What follows belongs to an exercise in optimizing a design on an open flow for a short achievable clock period, few clock cycles per item and low power; a production flow would make more cautious choices. RTL that was checked went through simulation tests only; none was proved equivalent to the original.

## maple
Design fragment_reassembly_tracker_core, start of the top module:
module fragment_reassembly_tracker_core #(
  parameter int unsigned MAX_FRAGS = frt_pkg::FRT_MAX_FRAGS
) (
  input  logic                            clk_i,
  input  logic                            rst_ni,
  input  logic                            cfg_we_i,
  input  logic [frt_pkg::CFG_IDX_W-1:0]   cfg_index_i,
  input  logic [frt_pkg::BYTES_W-1:0]     cfg_data_i,
  input  logic                            in_valid_i,
  output logic                            in_ready_o,
  input  logic [frt_pkg::FUNC_W-1:0]      func_i,
  input  logic [frt_pkg::KIND_W-1:0]      packet_kind_i,
  input  logic [frt_pkg::MSG_W-1:0]       message_number_i,
  input  logic [frt_pkg::FRAG_W-1:0]      fragment_number_i,
  input  logic [frt_pkg::CNT_W-1:0]       total_fragments_i,
  input  logic [frt_pkg::BYTES_W-1:0]     fragment_bytes_i,
  input  logic [frt_pkg::BYTES_W-1:0]     header_bytes_i,
  input  logic [frt_pkg::BYTES_W-1:0]     max_data_bytes_i,
  input  logic                            request_pending_i,
  output logic                            out_valid_o,
  input  logic                            out_ready_i,
  output logic [frt_pkg::ACTION_W-1:0]    action_o,
  output logic [frt_pkg::OFFSET_W-1:0]    page_offset_o,
  output logic [frt_pkg::BYTES_W-1:0]     copy_bytes_o,
  output logic [frt_pkg::BYTES_W-1:0]     resend_fragment_bytes_o,
  ...
==> flow/config.mk <==
export PLATFORM = sky130hd
export DESIGN_NAME = fragment_reassembly_tracker_core
export DESIGN_NICKNAME = fragment_reassembly_tracker_core
export VERILOG_FILES = /design/flow/design.v
export SDC_FILE = /design/flow/constraint.sdc
export NUM_CORES = 4
export LEC_CHECK = 0
export CAP_MARGIN = 20
export CORE_MARGIN = 2
export CORE_UTILIZATION = 40
export CTS_BUF_LIST = sky130_fd_sc_hd__clkbuf_8
export CTS_CLUSTER_DIAMETER = 60
export CTS_CLUSTER_SIZE = 20
export PLACE_DENSITY = 0.6
export SETUP_SLACK_MARGIN = 3.0
export SLEW_MARGIN = 20
export TNS_END_PERCENT = 0
==> flow/constraint.sdc <==
create_clock -name core_clock -period 7.5 [get_ports {clk_i}]
set_input_delay 1.5000 -clock core_clock [delete_from_list [all_inputs] [get_ports {clk_i}]]
set_output_delay 1.5000 -clock core_clock [all_outputs]
set_load 0.01 [all_outputs]
standard.sh (not shown) runs the stock make flow with config.mk's settings and CLKGATE_MAP_FILE= SYNTH_SCRIPT=/design/flow/synth_recipe.tcl, a recipe that flattens the netlist after the stock synthesis.
==> flow/flow/run.sh <==
#!/bin/bash
# The standard layout, with the input and output ports buffered by buf_4
# cells instead of the default port buffer. Full tool output: flow.log.
set -euo pipefail
export BUFFER_PORTS_ARGS="-buffer_cell sky130_fd_sc_hd__buf_4"
bash standard.sh > flow.log 2>&1
Testbench counts of maple, summed over its fixed seeds: cycles 3,573, items 3,355.
Inputs modified between maple and pine:
--- a/flow/design.v
+++ b/flow/design.v
@@ -125,25 +125,29 @@
     if (in_accept || cfg_we_q) begin
       step_d = dvd_lz;
     end else if (div_step) begin
       step_d = step_q + StepW'(1);
     end
   end
   always_ff @(posedge clk_i or negedge rst_ni) begin
     if (!rst_ni) begin
       div_done_q <= 1'b0;
       step_q     <= StepW'(4);
-      dbit_q     <= 1'b0;
+      dbit_q     <= 1'b1;
       cfg_we_q   <= 1'b0;
     end else begin
       step_q   <= step_d;
-      dbit_q   <= dvd_ext[DivW-step_d];
+      if (in_accept || cfg_we_q) begin
+        dbit_q <= (dvd != '0);
+      end else if (div_step) begin
+        dbit_q <= dvd_ext[DivW-1-step_q];
+      end
       cfg_we_q <= cfg_we_i;
       if (in_accept) begin
         div_done_q <= 1'b0;
       end else if (div_step) begin
         if (step_q == StepW'(DivW - 1)) begin
           div_done_q <= 1'b1;
         end
       end
     end
   end
--- outcome ---
pine vs maple, highest-delay cell along the critical path: sky130_fd_sc_hd__buf_4 vs sky130_fd_sc_hd__fa_2
Changes observed in pine relative to maple: headroom to the max-slew limit rose 5.8 points; placer's final routability congestion estimate rose 2.9%; transition at the pin with the smallest max-transition slack fell 0.085 ns; global-route usage rose 0.76 points.
The growth of design area from synthesis to finish in pine sits 0.89 points below the value recorded for maple.
Lower final design area excluding fillers among pine and maple: maple
Testbench counts of pine, summed over its fixed seeds: cycles 3,573, items 3,355.

* * *

v6:
fragment_reassembly_tracker_core, a different RTL version from the one above (not shown whole).
For scale: ~2500 cells after synthesis, ~23000 µm² of cells after synthesis.
==> flow/design.v (excerpt) <==
module fragment_reassembly_tracker_core #(
  parameter int unsigned MAX_FRAGS = frt_pkg::FRT_MAX_FRAGS
) (
  input  logic                            clk_i,
  input  logic                            rst_ni,
  input  logic                            cfg_we_i,
  input  logic [frt_pkg::CFG_IDX_W-1:0]   cfg_index_i,
  input  logic [frt_pkg::BYTES_W-1:0]     cfg_data_i,
  input  logic                            in_valid_i,
  output logic                            in_ready_o,
  input  logic [frt_pkg::FUNC_W-1:0]      func_i,
  input  logic [frt_pkg::KIND_W-1:0]      packet_kind_i,
  input  logic [frt_pkg::MSG_W-1:0]       message_number_i,
  input  logic [frt_pkg::FRAG_W-1:0]      fragment_number_i,
  input  logic [frt_pkg::CNT_W-1:0]       total_fragments_i,
  input  logic [frt_pkg::BYTES_W-1:0]     fragment_bytes_i,
  input  logic [frt_pkg::BYTES_W-1:0]     header_bytes_i,
  input  logic [frt_pkg::BYTES_W-1:0]     max_data_bytes_i,
  input  logic                            request_pending_i,
  output logic                            out_valid_o,
  input  logic                            out_ready_i,
  output logic [frt_pkg::ACTION_W-1:0]    action_o,
  output logic [frt_pkg::OFFSET_W-1:0]    page_offset_o,
  output logic [frt_pkg::BYTES_W-1:0]     copy_bytes_o,
  output logic [frt_pkg::BYTES_W-1:0]     resend_fragment_bytes_o,
  output logic                            message_complete_o
);
make LEC_CHECK=0 CAP_MARGIN=20 CORE_MARGIN=2 CORE_UTILIZATION=40 CTS_BUF_LIST=sky130_fd_sc_hd__clkbuf_8 CTS_CLUSTER_DIAMETER=60 CTS_CLUSTER_SIZE=20 PLACE_DENSITY=0.6 SLEW_MARGIN=20 finish   # period 7.5 ns
run.sh (not shown) runs the stock make flow with config.mk's settings and CLKGATE_MAP_FILE= SYNTH_SCRIPT=/design/flow/synth_recipe.tcl, a recipe that flattens the netlist after the stock synthesis.
Stock flow here: none of the scripts above is used.
Modified inputs, v7 compared to v6
--- a/flow/design.v
+++ b/flow/design.v
@@ -64,25 +64,24 @@
   localparam int unsigned StepW = $clog2(DivW + 1);
   function automatic logic [BW-1:0] sub_sat(input logic [BW-1:0] a, input logic [BW-1:0] b);
     sub_sat = (a > b) ? a - b : '0;
   endfunction
   logic [BW-1:0]        mh_q, ph_q, page_q, full_q;
   logic [MW-1:0]        cur_msg_q;
   logic                 active_q;
   logic [MAX_FRAGS-1:0] map_q;
   logic [CW-1:0]        count_q;
   logic [BW-1:0]        first_q;
   logic                 div_done_q;
   logic [StepW-1:0]     step_q;
-  logic [BW-1:0]        rem_q;
   logic                 out_valid_q;
   logic [2:0]           out_action_q;
   logic [OW:0]          out_offs_a_q, out_offs_b_q;
   logic [BW-1:0]        out_copy_q;
   logic                 out_rs_full_q;
   logic                 out_complete_q;
   logic                 is_start, is_nack, is_data, pend;
   logic                 frag_zero, frag_in, last_frag, more_frags, maxd_zero, need_div;
   logic [IdxW-1:0]      frag_idx;
   logic [FW:0]          frag_p1;
   logic [DivW-1:0]      dvd, hdr_sum;
   assign is_start   = (func_i == frt_pkg::FUNC_START);
@@ -98,53 +97,50 @@
   assign maxd_zero  = (max_data_bytes_i == '0);
   assign need_div   = is_nack && pend && !frag_zero && last_frag && !maxd_zero;
   assign dvd        = {1'b0, mh_q} + {1'b0, page_q};
   assign hdr_sum    = {1'b0, ph_q} + {1'b0, mh_q};
   logic                 in_accept;
   assign in_ready_o = (!need_div || div_done_q) && (!out_valid_q || out_ready_i);
   assign in_accept  = in_valid_i && in_ready_o;
   logic                 div_step, dbit_q, cfg_we_q;
   logic [StepW-1:0]     step_d;
   logic [DivW-1:0]      div_sh;
   logic [DivW:0]        div_tr, dvd_ext;
   logic [BW-1:0]        rem_next;
-  assign div_step = in_valid_i && need_div && !div_done_q && !cfg_we_q;
+  assign div_step = in_valid_i && need_div && !div_done_q && !cfg_we_q && !out_valid_q;
   assign dvd_ext  = {dvd, 1'b0};
-  assign div_sh   = {rem_q, dbit_q};
+  assign div_sh   = {out_copy_q, dbit_q};
   assign div_tr   = {1'b0, div_sh} - {2'b0, max_data_bytes_i};
   assign rem_next = div_tr[DivW] ? div_sh[BW-1:0] : div_tr[BW-1:0];
   always_comb begin
     step_d = step_q;
     if (in_accept) begin
       step_d = '0;
     end else if (div_step) begin
       step_d = step_q + StepW'(1);
     end
   end
   always_ff @(posedge clk_i or negedge rst_ni) begin
     if (!rst_ni) begin
       div_done_q <= 1'b0;
       step_q     <= '0;
-      rem_q      <= '0;
       dbit_q     <= 1'b0;
       cfg_we_q   <= 1'b0;
     end else begin
       step_q   <= step_d;
       dbit_q   <= dvd_ext[DivW-step_d];
       cfg_we_q <= cfg_we_i;
       if (in_accept) begin
         div_done_q <= 1'b0;
-        rem_q      <= '0;
       end else if (div_step) begin
-        rem_q <= rem_next;
         if (step_q == StepW'(DivW - 1)) begin
           div_done_q <= 1'b1;
         end
       end
     end
   end
   logic [MW-1:0]        next_msg;
   logic                 msg_only, opens, new_open, seen, msg_match;
   logic [BW-1:0]        data_len, zero_len;
   logic [BW+1:0]        zl_diff;
   logic [CW-1:0]        count_inc;
   logic [OW:0]          offs_a, offs_b;
@@ -181,25 +177,25 @@
     r_rs_full  = 1'b0;
     r_complete = 1'b0;
     r_accept   = 1'b0;
     if (is_start) begin
       r_action = frt_pkg::ACT_CLEARED;
     end else if (is_nack) begin
       if (pend) begin
         r_action  = frt_pkg::ACT_RESEND;
         r_offs_on = !frag_zero;
         if (frag_zero) begin
           r_copy = zero_len;
         end else if (last_frag) begin
-          r_copy = maxd_zero ? (dvd[DivW-1] ? '1 : dvd[BW-1:0]) : rem_q;
+          r_copy = maxd_zero ? (dvd[DivW-1] ? '1 : dvd[BW-1:0]) : out_copy_q;
         end else begin
           r_copy = max_data_bytes_i;
         end
         r_rs_full = more_frags;
       end else begin
         r_action = frt_pkg::ACT_NACK_UNANSWERED;
       end
     end else if (!is_data) begin
       r_action = frt_pkg::ACT_OTHER;
     end else if (opens && !new_open) begin
       r_action = frt_pkg::ACT_IGNORED;
     end else if (!msg_match) begin
@@ -265,29 +261,39 @@
           if (frag_zero) begin
             first_q <= msg_only ? '0 : zero_len;
           end
         end
       end
     end
   end
   always_ff @(posedge clk_i) begin
     if (in_accept) begin
       out_action_q   <= r_action;
       out_offs_a_q   <= offs_a & {(OW + 1){r_offs_on}};
       out_offs_b_q   <= offs_b & {(OW + 1){r_offs_on}};
-      out_copy_q     <= r_copy;
       out_rs_full_q  <= r_rs_full;
       out_complete_q <= r_complete;
     end
   end
+  always_ff @(posedge clk_i or negedge rst_ni) begin
+    if (!rst_ni) begin
+      out_copy_q <= '0;
+    end else if (in_accept) begin
+      out_copy_q <= r_copy;
+    end else if (out_valid_q && out_ready_i) begin
+      out_copy_q <= '0;
+    end else if (div_step) begin
+      out_copy_q <= rem_next;
+    end
+  end
   logic [OW:0]          offs_sum;
   logic [DivW:0]        rs_sum;
   assign offs_sum = out_offs_a_q + out_offs_b_q;
   assign rs_sum = {2'b0, ph_q} + {2'b0, out_copy_q};
   always_comb begin
     if (out_rs_full_q) begin
       resend_fragment_bytes_o = full_q;
     end else if (out_action_q == frt_pkg::ACT_RESEND) begin
       resend_fragment_bytes_o = (rs_sum[DivW:BW] != '0) ? '1 : rs_sum[BW-1:0];
     end else begin
       resend_fragment_bytes_o = '0;
     end
Notes after the runs:
| count of buffers not belonging to the clock network in the layout | v7 vs v6 | 21 higher |
Xor and xnor area share after synthesis across v6 and v7: no real change.
~same core utilization of the finished layout in v6 and v7
Routed wire in v7 totals more than in v6.
Looking at worst setup slack before clock tree synthesis, v7 sits 0.34 ns lower than v6 does.
v7 ends up with higher share of cell area taken by muxes after synthesis than v6 does.
Count of H-tree levels built during CTS (lower): v7
Each of the runs, namely v6 and v7, reached the end of the flow and came out clean.
No run of this note included a check of the RTL's function; only the layout flow was run.

afterwards: timing with drivers on the ports:
In the flow no input, the clock included, has a driving cell. The finished layouts below were timed again as built, in two steps.
Step 1 (the two cells are an assumption about what drives the block):
set clk [get_ports {clk_i}]
set_driving_cell -lib_cell sky130_fd_sc_hd__clkbuf_16 $clk
set_driving_cell -lib_cell sky130_fd_sc_hd__buf_2 [delete_from_list [all_inputs] $clk]
Step 2 times the ports against the registers' clock, not the clock port: input delays grow and output delays shrink by t, the midpoint of the rising clock arrivals with the driver on.
Slacks: ideal / step 1 / step 2; pairs: ideal / step 1.
| run | t (ns) | slack for setup (ns) | hold slack, ns | latest minus earliest clock arrival (ns) | pins driven straight from the clock port |
|---|---|---|---|---|---|
| maple | 0.670 | 2.173 / 2.116 / 1.582 | 0.486 / 0.486 / 0.486 | 0.047 / 0.046 | 1 |
| pine | 0.680 | 2.001 / 1.966 / 1.414 | 0.495 / 0.495 / 0.495 | 0.035 / 0.036 | 1 |
| v6 | 0.676 | 0.678 / 0.621 / 0.747 | 0.478 / 0.478 / 0.478 | 0.054 / 0.054 | 1 |
| v7 | 0.716 | 0.994 / 0.972 / 0.548 | 0.490 / 0.490 / 0.490 | 0.048 / 0.047 | 1 |
After both steps every run listed still meets setup and hold. The setup slack of maple, which loses most, moves by -0.057 ns with the drivers and by -0.591 ns with both steps.
